From an optimization exercise on the open Yosys and OpenROAD flow, aimed at small area, a short achievable clock period and few clock cycles per item; shortcuts taken in it are not production practice. Only simulation tests tie the RTL to the original design; equivalence was not proved. No activity file was given, so power comes from the tool's default toggle rates.

[run.sh]
#!/bin/bash
# synth_recipe.tcl (not shown) runs the flow's synth.tcl, then flattens the netlist and writes it again
# the make line also repeats each setting of config.mk as NAME=value (left out here)
make -C /OpenROAD-flow-scripts/flow DESIGN_CONFIG=/design/flow/config.mk WORK_HOME=/design/flow/orfs CLKGATE_MAP_FILE= SYNTH_SCRIPT=/design/flow/synth_recipe.tcl finish
[constraint.sdc]
create_clock -name core_clock -period 9.0 [get_ports {clk}]
set_input_delay 1.8000 -clock core_clock [delete_from_list [all_inputs] [get_ports {clk}]]
set_output_delay 1.8000 -clock core_clock [all_outputs]
set_load 0.01 [all_outputs]
[config.mk]
export PLATFORM = sky130hd
export DESIGN_NAME = online_linear_regression_fit
export DESIGN_NICKNAME = online_linear_regression_fit
export VERILOG_FILES = /design/flow/design.v
export SDC_FILE = /design/flow/constraint.sdc
export NUM_CORES = 4
export LEC_CHECK = 0
export CAP_MARGIN = 20
export CORE_MARGIN = 2
export CORE_UTILIZATION = 40
export SETUP_SLACK_MARGIN = 5
export SLEW_MARGIN = 20
[design.v]
`timescale 1ns / 1ps
package olr_pkg;
  localparam int X_BITS     = 10;
  localparam int COUNT_BITS = 12;
  localparam int Y_W        = 32;
  localparam int RES_W      = 32;
  localparam int SX_W  = X_BITS + COUNT_BITS;         
  localparam int SXX_W = 2 * X_BITS + COUNT_BITS;     
  localparam int SY_W  = Y_W + COUNT_BITS;            
  localparam int SXY_W = Y_W + X_BITS + COUNT_BITS;   
  localparam int D_W  = SXX_W + COUNT_BITS;           
  localparam int NS_W = 66;
  localparam int NO_W = 76;
  localparam int U_W = 23;
  localparam int A_W = 33;
  localparam int B_W = 54;
  localparam int SLOT   = 9;
  localparam int SLOT_W = 4;
endpackage
`timescale 1ns / 1ps
import olr_pkg::*;
module olr_div #(
  parameter int NUM_W = 77
) (
  input  logic                        clk,
  input  logic                        load,
  input  logic                        step,
  input  logic                        first,
  input  logic signed [NUM_W-1:0]     num,
  input  logic [D_W-1:0]              den,
  input  logic [D_W+1:0]              den3,
  output logic signed [RES_W-1:0]     res
);
  localparam int MAG_W = D_W + 33;    
  localparam int R_W   = D_W + 2;     
  logic               neg_r;
  logic               sat_r;
  logic [R_W-1:0]     rem_r;
  logic [31:0]        lo_r;
  logic [NUM_W-1:0]   mag_n;
  logic [MAG_W-1:0]   mag;
  logic [R_W-1:0]     r4;
  logic [R_W:0]       t1, t2, t3;
  logic               ge1, ge2, ge3;
  logic [D_W-1:0]     rem_sel;
  logic [1:0]         qd;
  logic               sat0;
  assign mag_n = num[NUM_W-1] ? NUM_W'(-num) : NUM_W'(num);
  assign mag   = MAG_W'(mag_n);
  assign r4  = {rem_r[D_W-1:0], lo_r[31:30]};
  assign t1  = {1'b0, r4} - {3'b000, den};
  assign t2  = {1'b0, r4} - {2'b00, den, 1'b0};
  assign t3  = {1'b0, r4} - {1'b0, den3};
  assign ge1 = !t1[R_W];
  assign ge2 = !t2[R_W];
  assign ge3 = !t3[R_W];
  assign sat0 = rem_r >= R_W'(den);
  always_comb begin
    if (ge3) begin
      rem_sel = t3[D_W-1:0];
      qd      = 2'd3;
    end else if (ge2) begin
      rem_sel = t2[D_W-1:0];
      qd      = 2'd2;
    end else if (ge1) begin
      rem_sel = t1[D_W-1:0];
      qd      = 2'd1;
    end else begin
      rem_sel = r4[D_W-1:0];
      qd      = 2'd0;
    end
  end
  always_ff @(posedge clk) begin
    if (load) begin
      neg_r <= num[NUM_W-1];
      sat_r <= 1'b0;
      rem_r <= mag[MAG_W-1:31];
      lo_r  <= {mag[30:0], 1'b0};
    end else if (step) begin
      if (first) sat_r <= sat0;
      rem_r <= R_W'(rem_sel);
      lo_r  <= {lo_r[29:0], qd};
    end
  end
  logic [32:0] q_inc;
  logic [31:0] q_dec;
  logic [31:0] rq;
  logic        qz;
  assign q_inc = {1'b0, lo_r} + 33'd1;
  assign q_dec = lo_r - 32'd1;
  assign rq    = q_inc[32:1];
  assign qz    = lo_r == '0;
  always_comb begin
    if (neg_r) res = (sat_r || qz) ? {sat_r, {(RES_W-1){1'b0}}} : {1'b1, ~q_dec[31:1]};
    else       res = (sat_r || rq[31]) ? {1'b0, {(RES_W-1){1'b1}}} : $signed(rq);
  end
endmodule
`timescale 1ns / 1ps
import olr_pkg::*;
module olr_add3 #(
  parameter int W = 8
) (
  input  logic [W-1:0] a,
  input  logic [W-1:0] b,
  input  logic [W-1:0] c,
  input  logic         cin0,
  input  logic         cin1,
  output logic [W-1:0] s
);
  logic [W-1:0] x, k;
  logic [W:0]   w;
  assign x = a ^ b ^ c;
  assign k = {((a[W-2:0] & b[W-2:0]) | (a[W-2:0] & c[W-2:0]) | (b[W-2:0] & c[W-2:0])), cin0};
  assign w = {x, 1'b1} + {k, cin1};
  assign s = w[W:1];
endmodule
module olr_dp (
  input  logic                             clk,
  input  logic                             rst_n,
  input  logic [SLOT_W-1:0]                slot_c,
  input  logic                             last,
  input  logic                             adv,
  output logic                             dv,
  output logic                             out_full_n,
  input  logic                             in_valid,
  output logic                             in_ready,
  input  logic [X_BITS-1:0]                x_coord,
  input  logic signed [Y_W-1:0]            y_value,
  output logic                             out_valid,
  input  logic                             out_ready,
  output logic signed [RES_W-1:0]          slope_value,
  output logic signed [RES_W-1:0]          offset_value,
  output logic                             fit_valid,
  output logic [COUNT_BITS-1:0]            points_seen,
  output logic                             point_dropped
);
  logic [COUNT_BITS-1:0]   n_r;
  logic [SX_W-1:0]         sx_r;
  logic signed [SY_W-1:0]  sy_r;
  logic [SXX_W-1:0]        sxx_r;
  logic signed [SXY_W-1:0] sxy_r;
  logic [D_W-33:0]         d_hi;
  logic [NS_W-33:0]        ns_hi;
  logic [NO_W-33:0]        no_hi;
  logic [31:0]             d_lo, ns_lo, no_lo;
  logic [D_W-1:0]          d_r;
  logic signed [NS_W-1:0]  ns_r;
  logic signed [NO_W-1:0]  no_r;
  assign d_r  = {d_hi, d_lo};
  assign ns_r = {ns_hi, ns_lo};
  assign no_r = {no_hi, no_lo};
  logic                        xv_r;
  logic [2:0]                  xc_r;
  logic [X_BITS-1:0]           x_r;
  logic signed [Y_W-1:0]       y_r;
  logic [1:0]                  xd_r;     
  logic [COUNT_BITS+9:0]       pn_r;     
  logic [SX_W+9:0]             psx_r;    
  logic signed [SY_W+9:0]      psy_r;    
  logic signed [Y_W+9:0]       pxy_r;    
  logic [2*X_BITS-1:0]         pxx_r;    
  logic xstep, xdone, xfer, drop, accept;
  logic [2:0] xc_nx;
  assign xc_nx  = xc_r + 3'd1;
  assign accept = in_valid && !xv_r;
  assign xstep  = xv_r && (xc_r != 3'd5);
  assign xdone  = xv_r && (xc_r == 3'd5);
  assign xfer   = adv && xdone;
  assign drop   = n_r == {COUNT_BITS{1'b1}};
  logic [COUNT_BITS+1:0] pn_t;
  logic [SX_W+1:0]       psx_t;
  logic [SY_W+1:0]       psy_t;
  logic [Y_W+1:0]        pxy_t;
  logic [X_BITS+1:0]     pxx_t;
  olr_add3 #(.W(COUNT_BITS+2)) u_pn (
    .a    ((COUNT_BITS+2)'(pn_r[COUNT_BITS+9:10])),
    .b    (xd_r[0] ? (COUNT_BITS+2)'(n_r) : '0),
    .c    (xd_r[1] ? (COUNT_BITS+2)'(n_r) << 1 : '0),
    .cin0 (1'b0), .cin1 (1'b0), .s (pn_t));
  olr_add3 #(.W(SX_W+2)) u_psx (
    .a    ((SX_W+2)'(psx_r[SX_W+9:10])),
    .b    (xd_r[0] ? (SX_W+2)'(sx_r) : '0),
    .c    (xd_r[1] ? (SX_W+2)'(sx_r) << 1 : '0),
    .cin0 (1'b0), .cin1 (1'b0), .s (psx_t));
  olr_add3 #(.W(SY_W+2)) u_psy (
    .a    ((SY_W+2)'($signed(psy_r[SY_W+9:10]))),
    .b    (xd_r[0] ? (SY_W+2)'(sy_r) : '0),
    .c    (xd_r[1] ? (SY_W+2)'(sy_r) << 1 : '0),
    .cin0 (1'b0), .cin1 (1'b0), .s (psy_t));
  olr_add3 #(.W(Y_W+2)) u_pxy (
    .a    ((Y_W+2)'($signed(pxy_r[Y_W+9:10]))),
    .b    (xd_r[0] ? (Y_W+2)'(y_r) : '0),
    .c    (xd_r[1] ? (Y_W+2)'(y_r) << 1 : '0),
    .cin0 (1'b0), .cin1 (1'b0), .s (pxy_t));
  olr_add3 #(.W(X_BITS+2)) u_pxx (
    .a    ((X_BITS+2)'(pxx_r[2*X_BITS-1:10])),
    .b    (xd_r[0] ? (X_BITS+2)'(x_r) : '0),
    .c    (xd_r[1] ? (X_BITS+2)'(x_r) << 1 : '0),
    .cin0 (1'b0), .cin1 (1'b0), .s (pxx_t));
  logic rdy_r;
  always_ff @(posedge clk) begin
    if (!rst_n) begin
      xv_r  <= 1'b0;
      rdy_r <= 1'b1;
    end else if (accept) begin
      xv_r  <= 1'b1;
      rdy_r <= 1'b0;
    end else if (xfer) begin
      xv_r  <= 1'b0;
      rdy_r <= 1'b1;
    end
  end
  assign in_ready = rdy_r;
  always_ff @(posedge clk) begin
    if (accept) begin
      x_r   <= x_coord;
      y_r   <= y_value;
      xc_r  <= 3'd0;
      xd_r  <= x_coord[1:0];
      pn_r  <= '0;
      psx_r <= '0;
      psy_r <= '0;
      pxy_r <= '0;
      pxx_r <= '0;
    end else if (xstep) begin
      xc_r  <= xc_nx;
      xd_r  <= (xc_r == 3'd4) ? 2'b00 : x_r[2*xc_nx +: 2];
      pn_r  <= {pn_t, pn_r[9:2]};
      psx_r <= {psx_t, psx_r[9:2]};
      psy_r <= {psy_t, psy_r[9:2]};
      pxy_r <= {pxy_t, pxy_r[9:2]};
      pxx_r <= {pxx_t, pxx_r[9:2]};
    end
  end
  logic signed [U_W-1:0] u_nx;
  logic signed [A_W-1:0] a_nx;
  logic signed [B_W-1:0] b_nx;
  assign u_nx = $signed({1'b0, pn_r}) - $signed({1'b0, sx_r});
  assign a_nx = $signed({1'b0, sxx_r}) - $signed({1'b0, psx_r});
  assign b_nx = B_W'(psy_r) - B_W'(sxy_r);
  always_ff @(posedge clk) begin
    if (!rst_n) begin
      n_r   <= '0;
      sx_r  <= '0;
      sy_r  <= '0;
      sxx_r <= '0;
      sxy_r <= '0;
    end else if (xfer && !drop) begin
      n_r   <= n_r + 1'b1;
      sx_r  <= sx_r + SX_W'(x_r);
      sy_r  <= sy_r + SY_W'(y_r);
      sxx_r <= sxx_r + SXX_W'(pxx_r);
      sxy_r <= sxy_r + SXY_W'(pxy_r);
    end
  end
  logic                      yv_r;
  logic signed [U_W-1:0]     u_r;
  logic signed [A_W-1:0]     a_r;
  logic signed [B_W-1:0]     b_r;
  logic [Y_W-1:0]            yy_r;      
  logic [11:0]               yx_r;      
  logic signed [U_W:0]       accu_r;    
  logic signed [A_W:0]       acca_r;    
  logic signed [B_W:0]       accxb_r;   
  logic signed [U_W:0]       accxu_r;   
  logic [1:0]                cd_r, cn_r, co_r;
  logic                      drop_y;
  logic ystep;
  assign ystep = yv_r && !slot_c[3];
  function automatic logic [2:0] booth(input logic b2, input logic b1, input logic b0);
    booth[2] = b2 && !(b1 && b0);
    booth[1] = b1 ^ b0;
    booth[0] = (b2 && !b1 && !b0) || (!b2 && b1 && b0);
  endfunction
  logic [2:0] ydl_r, ydh_r, xdl_r, xdh_r;    
  function automatic logic [U_W+4:0] ppl_u(input logic [2:0] d, input logic signed [U_W-1:0] m);
    logic [U_W+4:0] v;
    v = (d[1] ? (U_W+5)'(m) : '0) | (d[0] ? (U_W+5)'(m) << 1 : '0);
    ppl_u = v ^ {(U_W+5){d[2]}};
  endfunction
  function automatic logic [U_W+4:0] pph_u(input logic [2:0] d, input logic signed [U_W-1:0] m);
    logic [U_W+4:0] v;
    v = (d[1] ? (U_W+5)'(m) : '0) | (d[0] ? (U_W+5)'(m) << 1 : '0);
    v = v ^ {(U_W+5){d[2]}};
    pph_u = {v[U_W+2:0], d[2], d[2]};
  endfunction
  function automatic logic [A_W+4:0] ppl_a(input logic [2:0] d, input logic signed [A_W-1:0] m);
    logic [A_W+4:0] v;
    v = (d[1] ? (A_W+5)'(m) : '0) | (d[0] ? (A_W+5)'(m) << 1 : '0);
    ppl_a = v ^ {(A_W+5){d[2]}};
  endfunction
  function automatic logic [A_W+4:0] pph_a(input logic [2:0] d, input logic signed [A_W-1:0] m);
    logic [A_W+4:0] v;
    v = (d[1] ? (A_W+5)'(m) : '0) | (d[0] ? (A_W+5)'(m) << 1 : '0);
    v = v ^ {(A_W+5){d[2]}};
    pph_a = {v[A_W+2:0], d[2], d[2]};
  endfunction
  function automatic logic [B_W+4:0] ppl_b(input logic [2:0] d, input logic signed [B_W-1:0] m);
    logic [B_W+4:0] v;
    v = (d[1] ? (B_W+5)'(m) : '0) | (d[0] ? (B_W+5)'(m) << 1 : '0);
    ppl_b = v ^ {(B_W+5){d[2]}};
  endfunction
  function automatic logic [B_W+4:0] pph_b(input logic [2:0] d, input logic signed [B_W-1:0] m);
    logic [B_W+4:0] v;
    v = (d[1] ? (B_W+5)'(m) : '0) | (d[0] ? (B_W+5)'(m) << 1 : '0);
    v = v ^ {(B_W+5){d[2]}};
    pph_b = {v[B_W+2:0], d[2], d[2]};
  endfunction
  logic [U_W+4:0] tu, txu;
  logic [A_W+4:0] ta;
  logic [B_W+4:0] txb;
  olr_add3 #(.W(U_W+5)) u_tu (
    .a ((U_W+5)'(accu_r)), .b (ppl_u(ydl_r, u_r)), .c (pph_u(ydh_r, u_r)),
    .cin0 (ydl_r[2]), .cin1 (ydh_r[2]), .s (tu));
  olr_add3 #(.W(U_W+5)) u_txu (
    .a ((U_W+5)'(accxu_r)), .b (ppl_u(xdl_r, u_r)), .c (pph_u(xdh_r, u_r)),
    .cin0 (xdl_r[2]), .cin1 (xdh_r[2]), .s (txu));
  olr_add3 #(.W(A_W+5)) u_ta (
    .a ((A_W+5)'(acca_r)), .b (ppl_a(ydl_r, a_r)), .c (pph_a(ydh_r, a_r)),
    .cin0 (ydl_r[2]), .cin1 (ydh_r[2]), .s (ta));
  olr_add3 #(.W(B_W+5)) u_txb (
    .a ((B_W+5)'(accxb_r)), .b (ppl_b(xdl_r, b_r)), .c (pph_b(xdh_r, b_r)),
    .cin0 (xdl_r[2]), .cin1 (xdh_r[2]), .s (txb));
  logic [5:0] sd, sn, so;
  logic [3:0] a_bits, nb_bits;
  assign a_bits  = a_r[4*slot_c[2:0] +: 4];
  assign nb_bits = ~b_r[4*slot_c[2:0] +: 4];
  assign sd = 6'(d_lo[3:0]) + 6'(txu[3:0]) + 6'(a_bits) + 6'(cd_r);
  assign sn = 6'(ns_lo[3:0]) + 6'(tu[3:0]) + 6'(nb_bits) + 6'(cn_r);
  assign so = 6'(no_lo[3:0]) + 6'(ta[3:0]) + 6'(txb[3:0]) + 6'(co_r);
  always_ff @(posedge clk) begin
    if (xfer) begin
      u_r     <= drop ? '0 : u_nx;
      a_r     <= drop ? '0 : a_nx;
      b_r     <= drop ? '0 : b_nx;
      yy_r    <= drop ? '0 : y_r;
      yx_r    <= drop ? '0 : {2'b00, x_r};
      ydl_r   <= drop ? '0 : booth(y_r[1], y_r[0], 1'b0);
      ydh_r   <= drop ? '0 : booth(y_r[3], y_r[2], y_r[1]);
      xdl_r   <= drop ? '0 : booth(x_r[1], x_r[0], 1'b0);
      xdh_r   <= drop ? '0 : booth(x_r[3], x_r[2], x_r[1]);
      drop_y  <= drop;
      accu_r  <= '0;
      acca_r  <= '0;
      accxb_r <= '0;
      accxu_r <= '0;
      cd_r    <= 2'd0;
      cn_r    <= 2'd1;
      co_r    <= 2'd0;
    end else if (ystep) begin
      accu_r  <= (U_W+1)'($signed(tu) >>> 4);
      acca_r  <= (A_W+1)'($signed(ta) >>> 4);
      accxu_r <= (U_W+1)'($signed(txu) >>> 4);
      accxb_r <= (B_W+1)'($signed(txb) >>> 4);
      yy_r    <= {4'b0000, yy_r[Y_W-1:4]};
      yx_r    <= {4'b0000, yx_r[11:4]};
      ydl_r   <= booth(yy_r[5], yy_r[4], yy_r[3]);
      ydh_r   <= booth(yy_r[7], yy_r[6], yy_r[5]);
      xdl_r   <= (slot_c < SLOT_W'(2)) ? booth(yx_r[5], yx_r[4], yx_r[3]) : 3'b000;
      xdh_r   <= (slot_c < SLOT_W'(2)) ? booth(yx_r[7], yx_r[6], yx_r[5]) : 3'b000;
      cd_r    <= sd[5:4];
      cn_r    <= sn[5:4];
      co_r    <= so[5:4];
    end
  end
  always_ff @(posedge clk) begin
    if (!rst_n) begin
      yv_r <= 1'b0;
    end else if (adv) begin
      yv_r <= xdone;
    end
  end
  localparam int DH = D_W - 32;
  localparam int SH = NS_W - 32;
  localparam int OH = NO_W - 32;
  logic [DH-1:0] dh_n;
  logic [SH-1:0] sh_n;
  logic [OH-1:0] oh_n;
  olr_add3 #(.W(DH)) u_dh (
    .a (d_hi), .b (DH'(accxu_r)), .c ({DH{a_r[A_W-1]}}),
    .cin0 (|cd_r), .cin1 (cd_r[1]), .s (dh_n));
  olr_add3 #(.W(SH)) u_sh (
    .a (ns_hi), .b (SH'(accu_r)), .c (SH'($signed(~b_r[B_W-1:32]))),
    .cin0 (|cn_r), .cin1 (cn_r[1]), .s (sh_n));
  olr_add3 #(.W(OH)) u_oh (
    .a (no_hi), .b (OH'(acca_r)), .c (OH'(accxb_r)),
    .cin0 (|co_r), .cin1 (co_r[1]), .s (oh_n));
  always_ff @(posedge clk) begin
    if (!rst_n) begin
      d_hi  <= '0;
      ns_hi <= '0;
      no_hi <= '0;
      d_lo  <= '0;
      ns_lo <= '0;
      no_lo <= '0;
    end else if (ystep) begin
      d_lo  <= {sd[3:0], d_lo[31:4]};
      ns_lo <= {sn[3:0], ns_lo[31:4]};
      no_lo <= {so[3:0], no_lo[31:4]};
    end else if (adv && yv_r) begin
      d_hi  <= dh_n;
      ns_hi <= sh_n;
      no_hi <= oh_n;
    end
  end
  logic                  cur_r;
  logic                  v0_r, v1_r, fv_r;
  logic                  drop0_r, drop1_r;
  logic                  c0_r, dfirst;
  logic [D_W-1:0]        den_r  [2];
  logic [D_W+1:0]        den3_r [2];
  logic signed [RES_W-1:0] slope_q [2];
  logic signed [RES_W-1:0] offset_q [2];
  logic [1:0]            dload, dstep, dfst;
  logic                  fin;
  always_ff @(posedge clk) begin
    if (!rst_n) begin
      c0_r   <= 1'b0;
      dfirst <= 1'b0;
    end else begin
      c0_r   <= adv;
      dfirst <= c0_r;
    end
  end
  always_ff @(posedge clk) begin
    if (!rst_n) begin
      cur_r <= 1'b0;
      v0_r  <= 1'b0;
      v1_r  <= 1'b0;
      fv_r  <= 1'b0;
    end else if (adv) begin
      cur_r <= !cur_r;
      v0_r  <= yv_r;
      v1_r  <= v0_r;
      fv_r  <= v1_r;
    end
  end
  always_ff @(posedge clk) begin
    if (adv) begin
      drop0_r <= drop_y;
      drop1_r <= drop0_r;
    end
  end
  assign fin = fv_r && c0_r;
  assign dv  = v1_r;
  for (genvar p = 0; p < 2; p++) begin : g_pair
    logic ph0;
    assign ph0      = cur_r == 1'(p);
    assign dload[p] = ph0 && v0_r && c0_r;
    assign dstep[p] = ph0 ? (v0_r && !c0_r && (!last || adv)) : (v1_r && !last);
    assign dfst[p]  = ph0 && dfirst;
    always_ff @(posedge clk) begin
      if (dload[p]) begin
        den_r[p]  <= d_r;
        den3_r[p] <= {2'b00, d_r} + {1'b0, d_r, 1'b0};
      end
    end
    olr_div #(.NUM_W(NS_W)) u_div_slope (
      .clk   (clk),
      .load  (dload[p]),
      .step  (dstep[p]),
      .first (dfst[p]),
      .num   (ns_r),
      .den   (den_r[p]),
      .den3  (den3_r[p]),
      .res   (slope_q[p])
    );
    olr_div #(.NUM_W(NO_W)) u_div_offset (
      .clk   (clk),
      .load  (dload[p]),
      .step  (dstep[p]),
      .first (dfst[p]),
      .num   (no_r),
      .den   (den_r[p]),
      .den3  (den3_r[p]),
      .res   (offset_q[p])
    );
  end
  logic                    ov_r;
  logic                    ovn_r;    
  logic signed [RES_W-1:0] slope_r, offset_r;
  logic                    fit_r;
  logic [COUNT_BITS-1:0]   seen_r;
  logic                    drop_r;
  logic                    fit;
  logic [D_W-1:0]          den_f;
  logic signed [RES_W-1:0] slope_f, offset_f;
  assign den_f    = cur_r ? den_r[1] : den_r[0];
  assign slope_f  = cur_r ? slope_q[1] : slope_q[0];
  assign offset_f = cur_r ? offset_q[1] : offset_q[0];
  assign fit      = den_f != '0;
  always_ff @(posedge clk) begin
    if (!rst_n) begin
      ov_r  <= 1'b0;
      ovn_r <= 1'b1;
    end else if (fin) begin
      ov_r  <= 1'b1;
      ovn_r <= 1'b0;
    end else if (out_ready) begin
      ov_r  <= 1'b0;
      ovn_r <= 1'b1;
    end
  end
  always_ff @(posedge clk) begin
    if (adv && v1_r) begin
      seen_r <= n_r - COUNT_BITS'(v0_r && !drop0_r) - COUNT_BITS'(yv_r && !drop_y);
      drop_r <= drop1_r;
    end
    if (fin) begin
      fit_r    <= fit;
      slope_r  <= fit ? slope_f : '0;
      offset_r <= fit ? offset_f : '0;
    end
  end
  assign out_valid     = ov_r;
  assign out_full_n    = ovn_r;
  assign slope_value   = slope_r;
  assign offset_value  = offset_r;
  assign fit_valid     = fit_r;
  assign points_seen   = seen_r;
  assign point_dropped = drop_r;
endmodule
`timescale 1ns / 1ps
import olr_pkg::*;
module olr_ctrl (
  input  logic              clk,
  input  logic              rst_n,
  input  logic              out_full_n,
  input  logic              dv,
  output logic [SLOT_W-1:0] slot_c,
  output logic              last,
  output logic              adv
);
  logic [SLOT_W-1:0] c_r;
  logic              last_r;
  assign last = last_r;
  assign adv  = last_r && !(dv && !out_full_n);
  always_ff @(posedge clk) begin
    if (!rst_n) begin
      c_r    <= '0;
      last_r <= 1'b0;
    end else if (!last_r) begin
      c_r    <= c_r + 1'b1;
      last_r <= c_r == SLOT_W'(SLOT - 2);
    end else if (adv) begin
      c_r    <= '0;
      last_r <= 1'b0;
    end
  end
  assign slot_c = c_r;
endmodule
`timescale 1ns / 1ps
import olr_pkg::*;
module online_linear_regression_fit (
  input  logic                             clk,
  input  logic                             rst_n,
  input  logic                             in_valid,
  output logic                             in_ready,
  input  logic [olr_pkg::X_BITS-1:0]       in_x_coord,
  input  logic signed [olr_pkg::Y_W-1:0]   in_y_value,
  output logic                             out_valid,
  input  logic                             out_ready,
  output logic signed [olr_pkg::RES_W-1:0] out_slope_value,
  output logic signed [olr_pkg::RES_W-1:0] out_offset_value,
  output logic                             out_fit_valid,
  output logic [olr_pkg::COUNT_BITS-1:0]   out_points_seen,
  output logic                             out_point_dropped
);
  logic [SLOT_W-1:0] slot_c;
  logic              adv;
  logic              last;
  logic              dv;
  logic              out_full_n;
  olr_ctrl u_ctrl (
    .clk       (clk),
    .rst_n     (rst_n),
    .out_full_n(out_full_n),
    .dv        (dv),
    .slot_c    (slot_c),
    .last      (last),
    .adv       (adv)
  );
  olr_dp u_dp (
    .clk           (clk),
    .rst_n         (rst_n),
    .slot_c        (slot_c),
    .last          (last),
    .adv           (adv),
    .dv            (dv),
    .out_full_n    (out_full_n),
    .in_valid      (in_valid),
    .in_ready      (in_ready),
    .x_coord       (in_x_coord),
    .y_value       (in_y_value),
    .out_valid     (out_valid),
    .out_ready     (out_ready),
    .slope_value   (out_slope_value),
    .offset_value  (out_offset_value),
    .fit_valid     (out_fit_valid),
    .points_seen   (out_points_seen),
    .point_dropped (out_point_dropped)
  );
endmodule
==> results of run 1 <==
==> layout make-up <==
cell class | count | area, sq um
well taps | 4730 | 5920
multi-input cells | 14000 | 109000
clock inverters | 96 | 1030
diodes | 10 | 25.0
repair inverters | 1 | 5.00
repair buffers | 1213 | 13400
fillers | 33000 | 178000
inverters | 1004 | 3990
clock buffers | 244 | 5060
flip-flops and latches | 1457 | 36800
==> power groups by stage <==
stage	Sequential, uW	Combinational, uW	Clock (uW)
2_1_floorplan	7760	5520	0
3_3_place_gp	8020	7000	0
3_5_place_dp	8020	7070	0
4_1_cts	7880	8570	7890
5_1_grt	7910	10500	8130
6_report	7890	9710	7810
==> how the worst min path moves through the flow <==
stage	end	slack, ns	cells after the start
after floorplan	u_dp.drop_r$_DFFE_PP_	0.40	0
after global placement	u_dp.drop1_r$_DFFE_PP_	0.42	0
after detailed placement	u_dp.drop1_r$_DFFE_PP_	0.43	0
after CTS	u_dp.drop1_r$_DFFE_PP_	0.44	0
after global routing	u_dp.drop1_r$_DFFE_PP_	0.46	0
final	u_dp.drop1_r$_DFFE_PP_	0.44	0
==> what timing repair did <==
item | CTS | global route
setup endpoints to repair | 566 | 688
resized for setup | 1357 | 1040
pin swaps | 524 | 701
endpoints found under the hold margin | 0 | 0
setup buffers | 479 | 349
cloned | 66 | 20
==> placed cells by master, fill, tap and decap left out, types with 154 or more instances in the layout <==
cell type / instances
o21a_1: 154
nor2b_1: 156
a22oi_1: 221
and2_1: 280
nor3_1: 239
a21oi_2: 199
and3_1: 161
xor2_1: 539
clkbuf_16: 199
ha_1: 1226
edfxtp_1: 749
a21oi_1: 1529
xnor2_1: 786
dfxtp_1: 654
nand4_1: 191
nor2_1: 973
inv_1: 889
o21ai_0: 952
buf_4: 697
nand3_1: 313
buf_6: 174
nand2_1: 1782
fa_1: 366
nand2b_1: 174
a21o_1: 684
==> cells by family after synthesis <==
kind of cell               after synthesis
adders and majority gates             1799
and+or+nand+nor                       4988
DFF                                   1457
AOI/OAI and AO/OA                     5650
buffers and inverters                 1767
muxes                                  124
xor gates and xnor gates              1443
==> registers in the layout, indices dropped and copies added (netlist names), 33 cells and up <==
signal                          cells
u_dp.g_pair.u_div_slope.lo_r       64
u_dp.a_r                           33
u_dp.g_pair.u_div_offset.lo_r      64
u_dp.sxy_r                         54
u_dp.psy_r                         54
u_dp.ns_hi                         34
u_dp.accxb_r                       55
u_dp.sy_r                          44
u_dp.den3_r                        92
u_dp.g_pair.u_div_slope.rem_r      88
u_dp.no_hi                         44
u_dp.pxy_r                         42
u_dp.b_r                           54
u_dp.g_pair.u_div_offset.rem_r     90
u_dp.den_r                         86
u_dp.acca_r                        34
==> per-stage QoR <==
stage	utilization (%)	hold WS (ns)	instances	power, uW
after global placement	42.1	0.421	21500	15000
after detailed placement	42.1	0.426	21500	15100
after CTS	47.4	0.443	22400	24300
after floorplan	-	0.400	17200	13300
after global routing	49.5	0.458	22800	26500
final	49.5	0.442	22800	25400
==> routing by layer <==
layer  GRT usage (%)  routed length, um
met2            47.8             254000
met5               0                 60
met4            20.5              47700
met3            5.00              46200
met1            36.3             220000
==> results.txt, run 1 <==
hold path startpoint u_dp.drop0_r$_DFFE_PP_; Synth-to-Final Area Change 23.0%; CP endpoint kind flop; Critical Path AT 5.35 ns; cell with the most instances after synthesis nand2_1; cts bufs inserted 185; first-pass GRT wire length 818,000 um; die width 600 um; max cap viols 0; Primary FF master, synth edfxtp_1; Die H 600 um; pre-CTS setup slack 3.23 ns; Final Cycle Share 50.9%; Post-Synth Adder-Cell Area 17.9%; Gate power share 38.2%; worst clock skew 0.106 ns; worst min path class flop to flop; main combinational cell family by area after synthesis compound AO/OA/AOI/OAI gates; RSZ-0062 raised after global routing true; Sinks on Clock Net 1,457; Initial Utilization 40.3%; pin count of the biggest net entering global routing 144; worst slew pin tran 1.24 ns; layout cell share with drive strength beyond 1 17.1%; post-route antenna net violation count 0; Top cell by count, worst path buf_6; Seq pwr share 31.1%; Synth area leaders edfxtp_1 (16%), ha_1 (12%), dfxtp_1 (10%); crit path buf inv count 8; maximum clock frequency 218 MHz; area share of and/or/nand/nor cells after synthesis 16.7%; sequential share of the synthesized area 25.8%; Compound-Gate Fraction of Synth Area 25.0%; number of cell rows 218; Setup WS post-layout 4.42 ns; crit-path max cell delay 0.50 ns; #FFs+latches synth 1,457; Yosys top cell by area edfxtp_1; Routed wire per std cell 24.9 um; Area after DPL 0.149 sq mm; crit-path cells buf_6, buf_6, buf_6, buf_16, buf_12, a22oi_2, xor2_1, fa_1, inv_2, ha_4, nand4_1, nor2_1, nand4_1, a32oi_2, a32oi_4, a211oi_2, nor2_1, o31ai_1, a21o_1, buf_4, buf_6, xnor2_1, o21ai_1; xor and xnor area share after synthesis 8.89%; Via Count 137,000; drt first pass iters 9; CP delay by family, top compound AO/OA/AOI/OAI gates; Synth top cells by count nand2_1 (1,821), a21oi_1 (1,780), ha_1 (1,409), o21ai_0 (1,164), nor2_1 (1,045); Reg2Reg Depth 23; worst setup path category flop to flop; port bufs 125; # DRC 0; total congestion overflow 0; gpl congestion 1.01; CTS clock-pin slew for the worst setup and hold paths 0.06 ns; Net Sw Power 9120 uW; CTS Buffer Depth 4; Synth Cell Area 0.142 sq mm; Power Density 145 mW/mm^2; FFs w/ async S/R, synth 0%; R2R Setup Slk 4.42 ns; r2r endpoint u_dp.accxb_r[44]$_SDFFE_PP0P_; crit path to u_dp.accxb_r[44]$_SDFFE_PP0P_; Worst setup SP type flop; leakage 0.0725 uW; post-route cell area 0.175 sq mm; total global-route track usage 29.7%; Max Fanout on Critical Path 8; H-tree depth 4; min cycle time layout 4.58 ns; DIE AREA 0.360 sq mm; critical path required time 9.76 ns; DR iter-0 viols 13,000; Synth Net Count 19,100; fin nets 19,700; Worst R2R Start u_dp.xdl_r[0]$_DFFE_PP_; Synth Instances 17,200; crit path max-delay cell type fa_1; EDFF count, synth 749; vias in the first global route 128,000; CP startpoint u_dp.xdl_r[0]$_DFFE_PP_; antenna violations before repair 25; clock power share 30.7%; post-detail-place hpwl 401,000 um; CTS tree done; area fraction of the dominant cell type after synthesis 15.8%; DR vias/cell 6.04; Setup Viol. Count Final 0; Synth Area per Inst 8.25 sq um; IO Pins 126; Synth cell types 98; YS warnings 10; setup tns final 0 ns; Levels on crit path 23; Core Region 0.353 sq mm; Sw Ratio 35.9%; final max-slew violation count 0; Power Internal 16,300 uW; max_slew headroom 17.2%; outcome timing/DRC/antenna clean; Peak VDD IR 0.188 mV; Root Buffer clkbuf_16; final WL 568,000 um; Hold Vio Cnt, Final 0; Worst-Skew Late Latency 0.95 ns; mux cell area share after synthesis 1.05%; cts hold-fix bufs 0
Testbench counts, summed over its fixed seeds: cycles 9,332, items 1,024.
==> run 2, diff against run 1 <==
--- a/config.mk
+++ b/config.mk
@@ -8,5 +8,5 @@
 export CAP_MARGIN = 20
 export CORE_MARGIN = 2
 export CORE_UTILIZATION = 40
-export SETUP_SLACK_MARGIN = 5
+export SETUP_SLACK_MARGIN = 4
 export SLEW_MARGIN = 20
==> results.txt, run 2 <==
outcome timing/DRC/antenna clean (unchanged); Critical Path AT 5.56 ns (was 5.35 ns); most frequent cells in the layout nand2_1 (1,816), a21oi_1 (1,764), ha_1 (1,409) (was nand2_1 (1,782), a21oi_1 (1,529), ha_1 (1,226)); DR vias/cell 5.93 (was 6.04); EDFF count, synth 749 (unchanged); Peak VDD IR 0.173 mV (was 0.188 mV); Yosys top cell by area edfxtp_1 (unchanged); post-detail-place hpwl 403,000 um (was 401,000 um); Worst setup SP type flop (unchanged); worst slew pin tran 1.31 ns (was 1.24 ns); post-route antenna net violation count 0 (unchanged); worst clock skew 0.111 ns (was 0.106 ns); Setup Viol. Count Final 0 (unchanged); Worst-Skew Late Latency 0.96 ns (was 0.95 ns); Power Internal 15,300 uW (was 16,300 uW); worst min path class flop to flop (unchanged); Final Cycle Share 54.7% (was 50.9%); sequential share of the synthesized area 25.8% (unchanged); post-route cell area 0.156 sq mm (was 0.175 sq mm); final WL 517,000 um (was 568,000 um); R2R Setup Slk 4.08 ns (was 4.42 ns); # DRC 0 (unchanged); Synth Area per Inst 8.25 sq um (unchanged); min cycle time layout 4.92 ns (was 4.58 ns); total congestion overflow 0 (unchanged); IO Pins 126 (unchanged); Synth-to-Final Area Change 9.73% (was 23.0%); CP startpoint u_dp.g_pair[1].u_div_offset.rem_r[13]$_DFFE_PP_ (was u_dp.xdl_r[0]$_DFFE_PP_); Synth area leaders edfxtp_1 (16%), ha_1 (12%), dfxtp_1 (10%) (unchanged); first-pass GRT wire length 772,000 um (was 818,000 um); CTS clock-pin slew for the worst setup and hold paths 0.06 ns (about the same); antenna violations before repair 19 (was 25); maximum clock frequency 203 MHz (was 218 MHz); Max Fanout on Critical Path 20 (was 8); Via Count 130,000 (was 137,000); cts hold-fix bufs 0 (unchanged); clock power share 35.6% (was 30.7%); Seq pwr share 33.5% (was 31.1%); max cap viols 0 (unchanged); Sinks on Clock Net 1,457 (unchanged); cell with the most instances after synthesis nand2_1 (unchanged); fin util 44.2% (was 49.5%); Root Buffer clkbuf_16 (unchanged); max_slew headroom 12.0% (was 17.2%); critical path required time 9.64 ns (was 9.76 ns); Synth Instances 17,200 (unchanged); commonest non-fill, non-tap cell in the layout nand2_1 (unchanged); RSZ-0062 raised after global routing true (unchanged); Synth Cell Area 0.142 sq mm (unchanged); Gate power share 30.9% (was 38.2%); final max-slew violation count 0 (unchanged); filler instances 35,000 (was 33,000); layout cell share with drive strength beyond 1 4.99% (was 17.1%); Power Density 151 mW/mm^2 (was 145 mW/mm^2); drt first pass iters 8 (was 9); Area after DPL 0.148 sq mm (was 0.149 sq mm); setup tns final 0 ns (unchanged); die width 600 um (unchanged); Synth Net Count 19,100 (unchanged); #FFs+latches synth 1,457 (unchanged); vias in the first global route 123,000 (was 128,000); leakage 0.0657 uW (was 0.0725 uW); Die H 600 um (unchanged); Synth top cells by count nand2_1 (1,821), a21oi_1 (1,780), ha_1 (1,409), o21ai_0 (1,164), nor2_1 (1,045) (unchanged); Net Sw Power 8170 uW (was 9120 uW); Initial Utilization 40.3% (unchanged); Core Region 0.353 sq mm (unchanged); CP endpoint kind flop (unchanged); Synth cell types 98 (unchanged); r2r endpoint u_dp.g_pair[1].u_div_offset.rem_r[43]$_DFFE_PP_ (was u_dp.accxb_r[44]$_SDFFE_PP0P_); YS warnings 10 (unchanged); pin count of the biggest net entering global routing 152 (was 144); Worst R2R Start u_dp.g_pair[1].u_div_offset.rem_r[13]$_DFFE_PP_ (was u_dp.xdl_r[0]$_DFFE_PP_); CTS Buffer Depth 4 (unchanged); cts bufs inserted 190 (was 185); crit path to u_dp.g_pair[1].u_div_offset.rem_r[43]$_DFFE_PP_ (was u_dp.accxb_r[44]$_SDFFE_PP0P_); port bufs 125 (unchanged); total global-route track usage 27.8% (was 29.7%); number of cell rows 218 (unchanged); DIE AREA 0.360 sq mm (unchanged); DR iter-0 viols 11,700 (was 13,000); H-tree depth 4 (unchanged); area fraction of the dominant cell type after synthesis 15.8% (unchanged); CTS tree done (unchanged); Hold Vio Cnt, Final 0 (unchanged); worst setup path category flop to flop (unchanged); Sw Ratio 34.8% (was 35.9%); max reg flops 92 (unchanged); fin nets 18,800 (was 19,700); gpl congestion 1.01 (about the same); biggest regs u_dp.den3_r x92, u_dp.g_pair.u_div_offset.rem_r x90, u_dp.g_pair.u_div_slope.rem_r x88 (unchanged); FFs w/ async S/R, synth 0% (unchanged); largest reg by FF count u_dp.den3_r (unchanged); Routed wire per std cell 23.6 um (was 24.9 um); Primary FF master, synth edfxtp_1 (unchanged); Reg2Reg Depth 14 (was 23)
## run 2: worst max-delay path: stages (launching register included)
cell and delay, ns:
edfxtp_1 0.50, ha_1 0.41, a221oi_1 0.30, o21ai_0 0.16
a221o_1 0.35, or3_1 0.34, o221ai_1 0.27, o21ai_1 0.21
a221o_2 0.48, a211oi_2 0.36, o21a_4 0.39, buf_4 0.38
nor2_2 0.18, a22oi_1 0.19, o21ai_0 0.10
## run 2: worst min path at each step
stage / from / end / slack (ns) / depth (start not counted)
finish: u_dp.drop1_r$_DFFE_PP_ / u_dp.drop_r$_DFFE_PP_ / 0.42 / 0
CTS: u_dp.drop1_r$_DFFE_PP_ / u_dp.drop_r$_DFFE_PP_ / 0.43 / 0
global route: u_dp.drop1_r$_DFFE_PP_ / u_dp.drop_r$_DFFE_PP_ / 0.44 / 0
detailed placement: u_dp.drop1_r$_DFFE_PP_ / u_dp.drop_r$_DFFE_PP_ / 0.41 / 0
global placement: u_dp.drop1_r$_DFFE_PP_ / u_dp.drop_r$_DFFE_PP_ / 0.41 / 0
floorplan: u_dp.drop1_r$_DFFE_PP_ / u_dp.drop_r$_DFFE_PP_ / 0.40 / 0
## run 2: timing repair
item,in CTS,in global routing
buffers inserted,19,16
pin swaps,3,11
gates cloned,1,0
endpoints found under the setup margin,241,207
resized for setup,79,109
## run 2: final cells by class
class,count,area (sq um),share of cell area (%)
Antenna cell,3,7.51,0.00481
Clock buffer,238,5250,3.36
Clock inverter,114,1450,0.927
Inverter,1004,3820,2.45
Multi-Input combinational cell,14000,99700,63.9
Sequential cell,1457,36700,23.5
Tap cell,4730,5920,3.79
Timing Repair Buffer,329,3180,2.04
## run 2: metal layers
| metal | share of wire [%] | vias up | wire [um] | global-route usage [%] |
|---|---|---|---|---|
| met3 | 6.4 | 1049 | 33000 | 3.67 |
| met2 | 45 | 4506 | 234000 | 45.5 |
| met5 | 0.0052 | - | 27 | 0 |
| li1 | - | 62100 | - | - |
| met4 | 6.9 | 4 | 35600 | 16.4 |
| met1 | 41 | 62000 | 214000 | 35.0 |
## run 2: kinds of logic after synthesis
family | share of synthesized area [%]
buffers and inverters | 4.70
adders and majority gates | 17.9
DFF | 25.8
xor gates and xnor gates | 8.89
AOI/OAI and AO/OA | 25.0
muxes | 1.05
and+or+nand+nor | 16.7
## run 2: power by group through the flow
stage	logic [uW]	registers (uW)	clock network, uW
floorplan	5450	7760	0
global placement	7010	8000	0
detailed placement	7070	8010	0
CTS	7140	7870	8520
global route	8080	7900	8760
finish	7250	7870	8370
## run 2: metrics by stage
stage                     hold slack [ns]  std cells  total power [uW]  setup slack [ns]
final                               0.424      21900             23500              4.08
after global routing                0.439      21900             24700              3.91
after CTS                           0.428      21900             23500              4.00
after detailed placement            0.413      21500             15100              2.99
after global placement              0.408      21500             15000              3.00
after floorplan                     0.400      17200             13200              4.17
==> run 3, diff against run 2 <==
--- a/design.v
+++ b/design.v
@@ -19,34 +19,30 @@
 endpackage
 `timescale 1ns / 1ps
 import olr_pkg::*;
-module olr_div #(
-  parameter int NUM_W = 77
-) (
-  input  logic                        clk,
-  input  logic                        load,
-  input  logic                        step,
-  input  logic                        first,
-  input  logic signed [NUM_W-1:0]     num,
-  input  logic [D_W-1:0]              den,
-  input  logic [D_W+1:0]              den3,
-  output logic signed [RES_W-1:0]     res
+module olr_div (
+  input  logic                 clk,
+  input  logic                 load,
+  input  logic                 step,
+  input  logic                 first,
+  input  logic                 neg_in,
+  input  logic [D_W+32:0]      mag,
+  input  logic [D_W-1:0]       den,
+  input  logic [D_W+1:0]       den3,
+  output logic                 neg,
+  output logic                 sat,
+  output logic [31:0]          q
 );
-  localparam int MAG_W = D_W + 33;    
-  localparam int R_W   = D_W + 2;     
+  localparam int R_W = D_W + 2;     
   logic               neg_r;
   logic               sat_r;
   logic [R_W-1:0]     rem_r;
   logic [31:0]        lo_r;
-  logic [NUM_W-1:0]   mag_n;
-  logic [MAG_W-1:0]   mag;
   logic [R_W-1:0]     r4;
   logic [R_W:0]       t1, t2, t3;
   logic               ge1, ge2, ge3;
   logic [D_W-1:0]     rem_sel;
   logic [1:0]         qd;
   logic               sat0;
-  assign mag_n = num[NUM_W-1] ? NUM_W'(-num) : NUM_W'(num);
-  assign mag   = MAG_W'(mag_n);
   assign r4  = {rem_r[D_W-1:0], lo_r[31:30]};
   assign t1  = {1'b0, r4} - {3'b000, den};
   assign t2  = {1'b0, r4} - {2'b00, den, 1'b0};
@@ -72,9 +68,9 @@
   end
   always_ff @(posedge clk) begin
     if (load) begin
-      neg_r <= num[NUM_W-1];
+      neg_r <= neg_in;
       sat_r <= 1'b0;
-      rem_r <= mag[MAG_W-1:31];
+      rem_r <= mag[D_W+32:31];
       lo_r  <= {mag[30:0], 1'b0};
     end else if (step) begin
       if (first) sat_r <= sat0;
@@ -82,18 +78,9 @@
       lo_r  <= {lo_r[29:0], qd};
     end
   end
-  logic [32:0] q_inc;
-  logic [31:0] q_dec;
-  logic [31:0] rq;
-  logic        qz;
-  assign q_inc = {1'b0, lo_r} + 33'd1;
-  assign q_dec = lo_r - 32'd1;
-  assign rq    = q_inc[32:1];
-  assign qz    = lo_r == '0;
-  always_comb begin
-    if (neg_r) res = (sat_r || qz) ? {sat_r, {(RES_W-1){1'b0}}} : {1'b1, ~q_dec[31:1]};
-    else       res = (sat_r || rq[31]) ? {1'b0, {(RES_W-1){1'b1}}} : $signed(rq);
-  end
+  assign neg = neg_r;
+  assign sat = sat_r;
+  assign q   = lo_r;
 endmodule
 `timescale 1ns / 1ps
 import olr_pkg::*;
@@ -409,8 +396,6 @@
   logic                  c0_r, dfirst;
   logic [D_W-1:0]        den_r  [2];
   logic [D_W+1:0]        den3_r [2];
-  logic signed [RES_W-1:0] slope_q [2];
-  logic signed [RES_W-1:0] offset_q [2];
   logic [1:0]            dload, dstep, dfst;
   logic                  fin;
   always_ff @(posedge clk) begin
@@ -443,6 +428,19 @@
   end
   assign fin = fv_r && c0_r;
   assign dv  = v1_r;
+  localparam int MAG_W = D_W + 33;
+  logic [MAG_W-1:0] mag_s, mag_o;
+  logic [D_W+1:0]   d3;
+  logic [NS_W-1:0]  ns_abs;
+  logic [NO_W-1:0]  no_abs;
+  assign ns_abs = ns_r[NS_W-1] ? NS_W'(-ns_r) : NS_W'(ns_r);
+  assign no_abs = no_r[NO_W-1] ? NO_W'(-no_r) : NO_W'(no_r);
+  assign mag_s  = MAG_W'(ns_abs);
+  assign mag_o  = MAG_W'(no_abs);
+  assign d3     = {2'b00, d_r} + {1'b0, d_r, 1'b0};
+  logic [31:0] q_s [2];
+  logic [31:0] q_o [2];
+  logic [1:0]  neg_s, neg_o, sat_s, sat_o;
   for (genvar p = 0; p < 2; p++) begin : g_pair
     logic ph0;
     assign ph0      = cur_r == 1'(p);
@@ -452,30 +450,47 @@
     always_ff @(posedge clk) begin
       if (dload[p]) begin
         den_r[p]  <= d_r;
-        den3_r[p] <= {2'b00, d_r} + {1'b0, d_r, 1'b0};
+        den3_r[p] <= d3;
       end
     end
-    olr_div #(.NUM_W(NS_W)) u_div_slope (
-      .clk   (clk),
-      .load  (dload[p]),
-      .step  (dstep[p]),
-      .first (dfst[p]),
-      .num   (ns_r),
-      .den   (den_r[p]),
-      .den3  (den3_r[p]),
-      .res   (slope_q[p])
+    olr_div u_div_slope (
+      .clk    (clk),
+      .load   (dload[p]),
+      .step   (dstep[p]),
+      .first  (dfst[p]),
+      .neg_in (ns_r[NS_W-1]),
+      .mag    (mag_s),
+      .den    (den_r[p]),
+      .den3   (den3_r[p]),
+      .neg    (neg_s[p]),
+      .sat    (sat_s[p]),
+      .q      (q_s[p])
     );
-    olr_div #(.NUM_W(NO_W)) u_div_offset (
-      .clk   (clk),
-      .load  (dload[p]),
-      .step  (dstep[p]),
-      .first (dfst[p]),
-      .num   (no_r),
-      .den   (den_r[p]),
-      .den3  (den3_r[p]),
-      .res   (offset_q[p])
+    olr_div u_div_offset (
+      .clk    (clk),
+      .load   (dload[p]),
+      .step   (dstep[p]),
+      .first  (dfst[p]),
+      .neg_in (no_r[NO_W-1]),
+      .mag    (mag_o),
+      .den    (den_r[p]),
+      .den3   (den3_r[p]),
+      .neg    (neg_o[p]),
+      .sat    (sat_o[p]),
+      .q      (q_o[p])
     );
   end
+  function automatic logic [RES_W-1:0] round_q(input logic [31:0] q, input logic neg,
+                                               input logic sat);
+    logic [32:0] q_inc;
+    logic [31:0] q_dec;
+    logic [31:0] rq;
+    q_inc = {1'b0, q} + 33'd1;
+    q_dec = q - 32'd1;
+    rq    = q_inc[32:1];
+    if (neg) round_q = (sat || q == '0) ? {sat, {(RES_W-1){1'b0}}} : {1'b1, ~q_dec[31:1]};
+    else     round_q = (sat || rq[31]) ? {1'b0, {(RES_W-1){1'b1}}} : rq;
+  endfunction
   logic                    ov_r;
   logic                    ovn_r;    
   logic signed [RES_W-1:0] slope_r, offset_r;
@@ -486,8 +501,8 @@
   logic [D_W-1:0]          den_f;
   logic signed [RES_W-1:0] slope_f, offset_f;
   assign den_f    = cur_r ? den_r[1] : den_r[0];
-  assign slope_f  = cur_r ? slope_q[1] : slope_q[0];
-  assign offset_f = cur_r ? offset_q[1] : offset_q[0];
+  assign slope_f  = round_q(q_s[cur_r], neg_s[cur_r], sat_s[cur_r]);
+  assign offset_f = round_q(q_o[cur_r], neg_o[cur_r], sat_o[cur_r]);
   assign fit      = den_f != '0;
   always_ff @(posedge clk) begin
     if (!rst_n) begin
==> results.txt, run 3 <==
antenna violations before repair 39 (was 19); Setup WS post-layout 4.07 ns (was 4.08 ns); DR iter-0 viols 9,783 (was 11,700); crit path max-delay cell type xnor2_1 (was edfxtp_1); drt first pass iters 9 (was 8); worst min path class flop to flop (unchanged); Peak VDD IR 0.173 mV (about the same); FFs w/ async S/R, synth 0% (unchanged); Placed Instances 20,900 (was 21,500); fin cells 21,400 (was 21,900); EDFF count, synth 749 (unchanged); Synth-to-Final Area Change 10.3% (was 9.73%); max_slew headroom 15.9% (was 12.0%); crit-path cells or3_4, or3b_4, or4_4, or4_4, or3_4, nor2_1, nand2_1, or4_4, nor2_1, a21boi_0, xnor2_1, nand2_1, o21ai_0 (was ha_1, a221oi_1, o21ai_0, a221o_1, or3_1, o221ai_1, o21ai_1, a221o_2, a211oi_2, o21a_4, buf_4, nor2_2, a22oi_1, o21ai_0); CTS tree done (unchanged); min cycle time layout 4.93 ns (was 4.92 ns); gpl congestion 0.980 (was 1.01); vias in the first global route 119,000 (was 123,000); Sinks on Clock Net 1,457 (unchanged); pin count of the biggest net entering global routing 201 (was 152); CP endpoint kind flop (unchanged); CTS Buffer Depth 4 (unchanged); Die H 597 um (was 600 um); Max Fanout on Critical Path 6 (was 20); max reg flops 92 (unchanged); port bufs 125 (unchanged); Root Buffer clkbuf_16 (unchanged); number of cell rows 217 (was 218); Synth cell types 92 (was 98); H-tree depth 4 (unchanged); YS warnings 9 (was 10); cts bufs inserted 189 (was 190); Yosys top cell by area edfxtp_1 (unchanged); Routed wire per std cell 22.7 um (was 23.6 um); final max-slew violation count 0 (unchanged); Top cell by count, worst path or4_4 (was o21ai_0); DIE AREA 0.357 sq mm (was 0.360 sq mm); critical path required time 9.74 ns (was 9.64 ns); pre-CTS setup slack 3.07 ns (was 2.99 ns); # DRC 0 (unchanged); sequential share of the synthesized area 26.0% (was 25.8%); #FFs+latches synth 1,457 (unchanged); Synth Cell Area 0.141 sq mm (was 0.142 sq mm); final WL 485,000 um (was 517,000 um); GRT busiest layer met2 (unchanged); M1 GR Usage 33.7% (was 35.0%); leakage 0.0671 uW (was 0.0657 uW); largest reg by FF count u_dp.den3_r (unchanged); worst slew pin tran 1.26 ns (was 1.31 ns); first-pass GRT wire length 724,000 um (was 772,000 um); Setup Viol. Count Final 0 (unchanged); post-detail-place hpwl 376,000 um (was 403,000 um); commonest non-fill, non-tap cell in the layout nand2_1 (unchanged); cell with the most instances after synthesis nand2_1 (unchanged); crit-path max cell delay 0.65 ns (was 0.50 ns); Hold Vio Cnt, Final 0 (unchanged); DR vias/cell 5.80 (was 5.93); fin util 44.4% (was 44.2%); setup tns final 0 ns (unchanged); total congestion overflow 0 (unchanged); Synth Net Count 18,600 (was 19,100); worst setup path category flop to flop (unchanged); Synth Instances 16,800 (was 17,200); max cap viols 0 (unchanged); GRT met2 Usage 42.9% (was 45.5%); Power Density 143 mW/mm^2 (was 151 mW/mm^2); cts hold-fix bufs 0 (unchanged); CTS clock-pin slew for the worst setup and hold paths 0.07 ns (was 0.06 ns); Final Cycle Share 54.8% (was 54.7%); RSZ-0062 raised after global routing true (unchanged); Initial Utilization 40.3% (about the same); biggest regs u_dp.den3_r x92, u_dp.g_pair.u_div_offset.rem_r x90, u_dp.g_pair.u_div_slope.rem_r x88 (unchanged); worst clock skew 0.0702 ns (was 0.111 ns); layout cell share with drive strength beyond 1 5.35% (was 4.99%); Primary FF master, synth edfxtp_1 (unchanged); Synth Area per Inst 8.38 sq um (was 8.25 sq um); Synth top cells by count nand2_1 (1,797), a21oi_1 (1,482), ha_1 (1,403), o21ai_0 (1,241), inv_1 (931) (was nand2_1 (1,821), a21oi_1 (1,780), ha_1 (1,409), o21ai_0 (1,164), nor2_1 (1,045)); final hold slack 0.433 ns (was 0.424 ns); outcome timing/DRC/antenna clean (unchanged); maximum clock frequency 203 MHz (about the same); post-route antenna net violation count 0 (unchanged); Worst-Skew Late Latency 0.90 ns (was 0.96 ns); area fraction of the dominant cell type after synthesis 16.0% (was 15.8%); Worst setup SP type flop (unchanged); Via Count 124,000 (was 130,000); fin nets 18,400 (was 18,800); Critical Path AT 5.68 ns (was 5.56 ns); Synth area leaders edfxtp_1 (16%), ha_1 (12%), dfxtp_1 (10%) (unchanged); total global-route track usage 26.1% (was 27.8%); met3 usage 3.34% (was 3.67%); IO Pins 126 (unchanged); die width 597 um (was 600 um); most frequent cells in the layout nand2_1 (1,792), a21oi_1 (1,463), ha_1 (1,396) (was nand2_1 (1,816), a21oi_1 (1,764), ha_1 (1,409)); Core Region 0.350 sq mm (was 0.353 sq mm)
## run 3: cell count changes in the layout (fill, tap and decap cells not counted), moves of 72 or more
| cell | previous run | this run |
|---|---|---|
| a21boi_0 | 44 | 180 |
| nor2_1 | 1032 | 836 |
| a21oi_1 | 1764 | 1463 |
| o21ai_0 | 1147 | 1220 |
| o22ai_1 | 118 | 43 |
| and2_1 | 300 | 471 |
| a21o_1 | 685 | 767 |
| a211oi_1 | 226 | 154 |
## run 3: logic make-up after synthesis
kind of cell / count (synthesis) / share of synthesized area, %
compound gates: 5379 / 24.2
simple gates: 4754 / 16.2
fa+ha+maj: 1793 / 18.0
buf+inv: 1698 / 4.55
xor+xnor: 1556 / 9.69
flops: 1457 / 26.0
mux: 159 / 1.31
## run 3: routing by layer
layer	part of all wire [%]	vias up
met5	0.024	-
met1	43	59400
met3	6.3	910
met4	5.9	18
li1	-	60100
met2	45	3660
## run 3: layout make-up
class | count | area, sq um
Fill cell | 34600 | 194000
Multi-Input combinational cell | 13600 | 98900
Sequential cell | 1457 | 36700
Tap cell | 4599 | 5750
Clock buffer | 237 | 5240
Timing Repair Buffer | 379 | 3860
Inverter | 937 | 3570
Clock inverter | 106 | 1200
Antenna cell | 7 | 17.5
## run 3: through the flow
stage / cell area, sq um / power, uW
2_1_floorplan: 141000 / 12500
3_3_place_gp: 147000 / 14100
3_5_place_dp: 147000 / 14100
4_1_cts: 154000 / 22300
5_1_grt: 155000 / 23400
6_report: 155000 / 22200
## run 3: path summary, 6_finish.rpt
path | startpoint | end | slack (ns) | depth (start not counted)
max | u_dp.ns_lo[3]$_SDFFE_PN0P_ | u_dp.g_pair[0].u_div_slope.rem_r[33]$_DFFE_PP_ | 4.07 | 13
min | u_dp.drop1_r$_DFFE_PP_ | u_dp.drop_r$_DFFE_PP_ | 0.43 | 0
max reg2reg | u_dp.ns_lo[3]$_SDFFE_PN0P_ | u_dp.g_pair[0].u_div_slope.rem_r[33]$_DFFE_PP_ | 4.07 | 13
min reg2reg | u_dp.drop1_r$_DFFE_PP_ | u_dp.drop_r$_DFFE_PP_ | 0.43 | 0
## run 3: power breakdown
group / switching [uW] / internal [uW]
combinational: 3610 / 2690
clock: 3310 / 4760
sequential: 534 / 7300
## run 3: critical path: cells and delay by family (launching register included)
| family | cells | cell delay, ns |
|---|---|---|
| and+or+nand+nor | 10 | 3.43 |
| DFF | 1 | 0.41 |
| AOI/OAI and AO/OA | 2 | 0.27 |
| xor gates and xnor gates | 1 | 0.65 |
## run 3: repair_timing
action                                  in CTS  in global routing
resized for setup                          113                161
cloned                                       3                 13
buffers inserted                            29                 36
endpoints found under the setup margin     276                241
pin swaps                                   15                 27
endpoints found under the hold margin        0                  0
Testbench counts of run 3, summed over its fixed seeds: cycles 9,332, items 1,024.
==> run 4, diff against run 3 <==
--- a/config.mk
+++ b/config.mk
@@ -8,5 +8,5 @@
 export CAP_MARGIN = 20
 export CORE_MARGIN = 2
 export CORE_UTILIZATION = 40
-export SETUP_SLACK_MARGIN = 4
+export SETUP_SLACK_MARGIN = 3
 export SLEW_MARGIN = 20
==> results.txt, run 4 <==
#FFs+latches synth 1,457 (unchanged); most frequent cells in the layout nand2_1 (1,794), a21oi_1 (1,480), ha_1 (1,403) (was nand2_1 (1,792), a21oi_1 (1,463), ha_1 (1,396)); layout cell share with drive strength beyond 1 4.07% (was 5.35%); EDFF count, synth 749 (unchanged); register area 0.0367 sq mm (about the same); DR vias/cell 5.79 (was 5.80); worst slew pin tran 1.23 ns (was 1.26 ns); Max Fanout on Critical Path 51 (was 6); Via Count 123,000 (was 124,000); fin cells 21,300 (was 21,400); pin count of the biggest net entering global routing 188 (was 201); Synth area leaders edfxtp_1 (16%), ha_1 (12%), dfxtp_1 (10%) (unchanged); Sinks on Clock Net 1,457 (unchanged); Synth cell types 92 (unchanged); vias in the first global route 118,000 (was 119,000); Yosys top cell by area edfxtp_1 (unchanged); crit-path max cell delay 0.71 ns (was 0.65 ns); final WL 477,000 um (was 485,000 um); filler instances 35,000 (was 34,600); H-tree depth 4 (unchanged); gpl congestion 1.00 (was 0.980); CTS clock-pin slew for the worst setup and hold paths 0.06 ns (was 0.07 ns); Routed wire per std cell 22.4 um (was 22.7 um); Setup WS post-layout 3.29 ns (was 4.07 ns); Initial Utilization 40.3% (unchanged); Core Region 0.350 sq mm (unchanged); post-detail-place hpwl 374,000 um (was 376,000 um); Setup Viol. Count Final 0 (unchanged); final hold slack 0.436 ns (was 0.433 ns); Synth Instances 16,800 (unchanged); max_slew headroom 17.4% (was 15.9%); Final Cycle Share 63.4% (was 54.8%); area occupied by multi-input gates 0.0980 sq mm (was 0.0989 sq mm); pre-CTS setup slack 3.00 ns (was 3.07 ns); total global-route track usage 26.0% (was 26.1%); leakage 0.0662 uW (was 0.0671 uW); Top cell by count, worst path a21oi_1 (was or4_4); # DRC 0 (unchanged); final max-slew violation count 0 (unchanged); Synth top cells by count nand2_1 (1,797), a21oi_1 (1,482), ha_1 (1,403), o21ai_0 (1,241), inv_1 (931) (unchanged); cell with the most instances after synthesis nand2_1 (unchanged); commonest non-fill, non-tap cell in the layout nand2_1 (unchanged); Placed Instances 20,900 (about the same); Die H 597 um (unchanged); fin nets 18,400 (about the same); min cycle time layout 5.71 ns (was 4.93 ns); max reg flops 92 (unchanged); hold path startpoint u_dp.drop1_r$_DFFE_PP_ (unchanged); CP startpoint u_dp.den3_r[1][0]$_DFFE_PP_ (was u_dp.ns_lo[3]$_SDFFE_PN0P_); IO Pins 126 (unchanged); area fraction of the dominant cell type after synthesis 16.0% (unchanged); max cap viols 0 (unchanged); worst min path class flop to flop (unchanged); Worst setup SP type flop (unchanged); biggest regs u_dp.den3_r x92, u_dp.g_pair.u_div_offset.rem_r x90, u_dp.g_pair.u_div_slope.rem_r x88 (unchanged); post-route antenna net violation count 0 (unchanged); RSZ-0062 raised after global routing true (unchanged); Power Density 142 mW/mm^2 (was 143 mW/mm^2); crit path max-delay cell type a211oi_1 (was xnor2_1); YS warnings 9 (unchanged); Primary FF master, synth edfxtp_1 (unchanged); DIE AREA 0.357 sq mm (unchanged); Worst R2R Start u_dp.den3_r[1][0]$_DFFE_PP_ (was u_dp.ns_lo[3]$_SDFFE_PN0P_); largest reg by FF count u_dp.den3_r (unchanged); fin util 43.7% (was 44.4%); first-pass GRT wire length 723,000 um (was 724,000 um); Critical Path AT 6.25 ns (was 5.68 ns); Synth Area per Inst 8.38 sq um (unchanged); Hold Vio Cnt, Final 0 (unchanged); antenna violations before repair 41 (was 39); cts hold-fix bufs 0 (unchanged); outcome timing/DRC/antenna clean (unchanged); Peak VDD IR 0.161 mV (was 0.173 mV); port bufs 125 (unchanged); sequential share of the synthesized area 26.0% (unchanged); setup tns final 0 ns (unchanged); die width 597 um (unchanged); Worst-Skew Late Latency 0.90 ns (about the same); number of cell rows 217 (unchanged); CTS tree done (unchanged); DR iter-0 viols 10,200 (was 9,783); drt first pass iters 9 (unchanged); total congestion overflow 0 (unchanged); Synth Net Count 18,600 (unchanged); Synth-to-Final Area Change 8.65% (was 10.3%); CP endpoint kind flop (unchanged); CTS Buffer Depth 4 (unchanged); crit-path cells ha_1, fa_1, nand2b_1, a21oi_1, o31a_1, a21oi_1, a211oi_1, a211o_1, a21oi_1, o21ai_4, buf_12, mux2_2, nor2_1, a211oi_1, a211oi_1, a21oi_1 (was or3_4, or3b_4, or4_4, or4_4, or3_4, nor2_1, nand2_1, or4_4, nor2_1, a21boi_0, xnor2_1, nand2_1, o21ai_0); cts bufs inserted 186 (was 189); maximum clock frequency 175 MHz (was 203 MHz); worst clock skew 0.0761 ns (was 0.0702 ns); critical path required time 9.55 ns (was 9.74 ns); Synth Cell Area 0.141 sq mm (unchanged); Root Buffer clkbuf_16 (unchanged); worst setup path category flop to flop (unchanged); FFs w/ async S/R, synth 0% (unchanged)
## run 4: final timing paths
kind,to,slack (ns),cells after the start
hold / removal,u_dp.drop_r$_DFFE_PP_,0.44,0
setup / recovery,u_dp.g_pair[1].u_div_offset.rem_r[9]$_DFFE_PP_,3.29,16
hold reg to reg,u_dp.drop_r$_DFFE_PP_,0.44,0
setup reg to reg,u_dp.g_pair[1].u_div_offset.rem_r[9]$_DFFE_PP_,3.29,16
## run 4: critical path: cells and delay by family (launching register included)
| kind | cells | cell delay [ns] |
|---|---|---|
| AND/OR/NAND/NOR | 2 | 0.30 |
| AO/OA/AOI/OAI | 10 | 2.95 |
| flip-flops | 1 | 0.58 |
| buffers and inverters | 1 | 0.32 |
| multiplexers | 1 | 0.37 |
| adder cells (fa/ha/maj) | 2 | 0.81 |
## run 4: per-layer routing
layer	global-route usage [%]	wire, um
met3	3.15	28200
met5	0	83
met4	11.8	24200
met1	34.2	207000
met2	42.6	217000
## run 4: area by class of cell
class | count | area share (%)
Multi-Input combinational cell | 13600 | 64.1
Sequential cell | 1457 | 24.0
Antenna cell | 12 | 0.0196
Tap cell | 4599 | 3.76
Timing Repair Buffer | 311 | 1.83
Clock inverter | 80 | 0.529
Inverter | 937 | 2.32
Clock buffer | 257 | 3.47
## run 4: cell families after synthesis
family / synth area share (%)
buffers and inverters: 4.55
muxes: 1.31
xor gates and xnor gates: 9.69
AOI/OAI and AO/OA: 24.2
adders and majority gates: 18.0
DFF: 26.0
and+or+nand+nor: 16.2
## run 4: metrics by stage
| stage | power (uW) | cell area (sq um) |
|---|---|---|
| 3_5_place_dp | 14100 | 147000 |
| 5_1_grt | 22900 | 153000 |
| 2_1_floorplan | 12500 | 141000 |
| 6_report | 21700 | 153000 |
| 4_1_cts | 21800 | 153000 |
| 3_3_place_gp | 14100 | 147000 |
## run 4: report_power, final
| part | internal, uW | total, uW | leakage (uW) | switching, uW |
|---|---|---|---|---|
| sequential | 7300 | 7830 | 0.0125 | 528 |
| combinational | 2610 | 6170 | 0.0506 | 3560 |
| clock | 4470 | 7730 | 0.00299 | 3250 |
## run 4: what timing repair did
action | in CTS | in global routing
gates resized for setup | 1 | 8
buffers inserted | 0 | 17
setup endpoints to repair | 1 | 16

## separate check: timing with driven ports
The results above use ideal ports. As a check the final layouts listed here were re-extracted and re-timed, cells and wires unchanged. Step 1: set_driving_cell puts a clkbuf_16 on clk and a buf_2 on each other input, an assumption about the parent block. Step 2 moves the port delays by t, midway between the first and last clock arrival at a register: inputs arrive t later, outputs are due t later. That takes back most of the time a late clock gives input paths. a / b / c = no drivers / after step 1 / after step 2; a / b = the first two.
| run | t (ns) | setup slack, ns | hold WS [ns] | clock arrival spread, ns | cell pins on the clock port's net |
|---|---|---|---|---|---|
| run 1 | 1.011 | 4.416 / 4.416 / 4.416 | 0.442 / 0.442 / 0.442 | 0.110 / 0.110 | 1 |
| run 2 | 1.010 | 4.077 / 4.077 / 4.077 | 0.424 / 0.424 / 0.424 | 0.123 / 0.124 | 1 |
| run 3 | 0.972 | 4.066 / 4.066 / 4.066 | 0.433 / 0.433 / 0.433 | 0.076 / 0.077 | 1 |
| run 4 | 0.968 | 3.294 / 3.294 / 3.294 | 0.436 / 0.436 / 0.436 | 0.080 / 0.080 | 1 |
After both steps setup and hold are still met in every run listed.
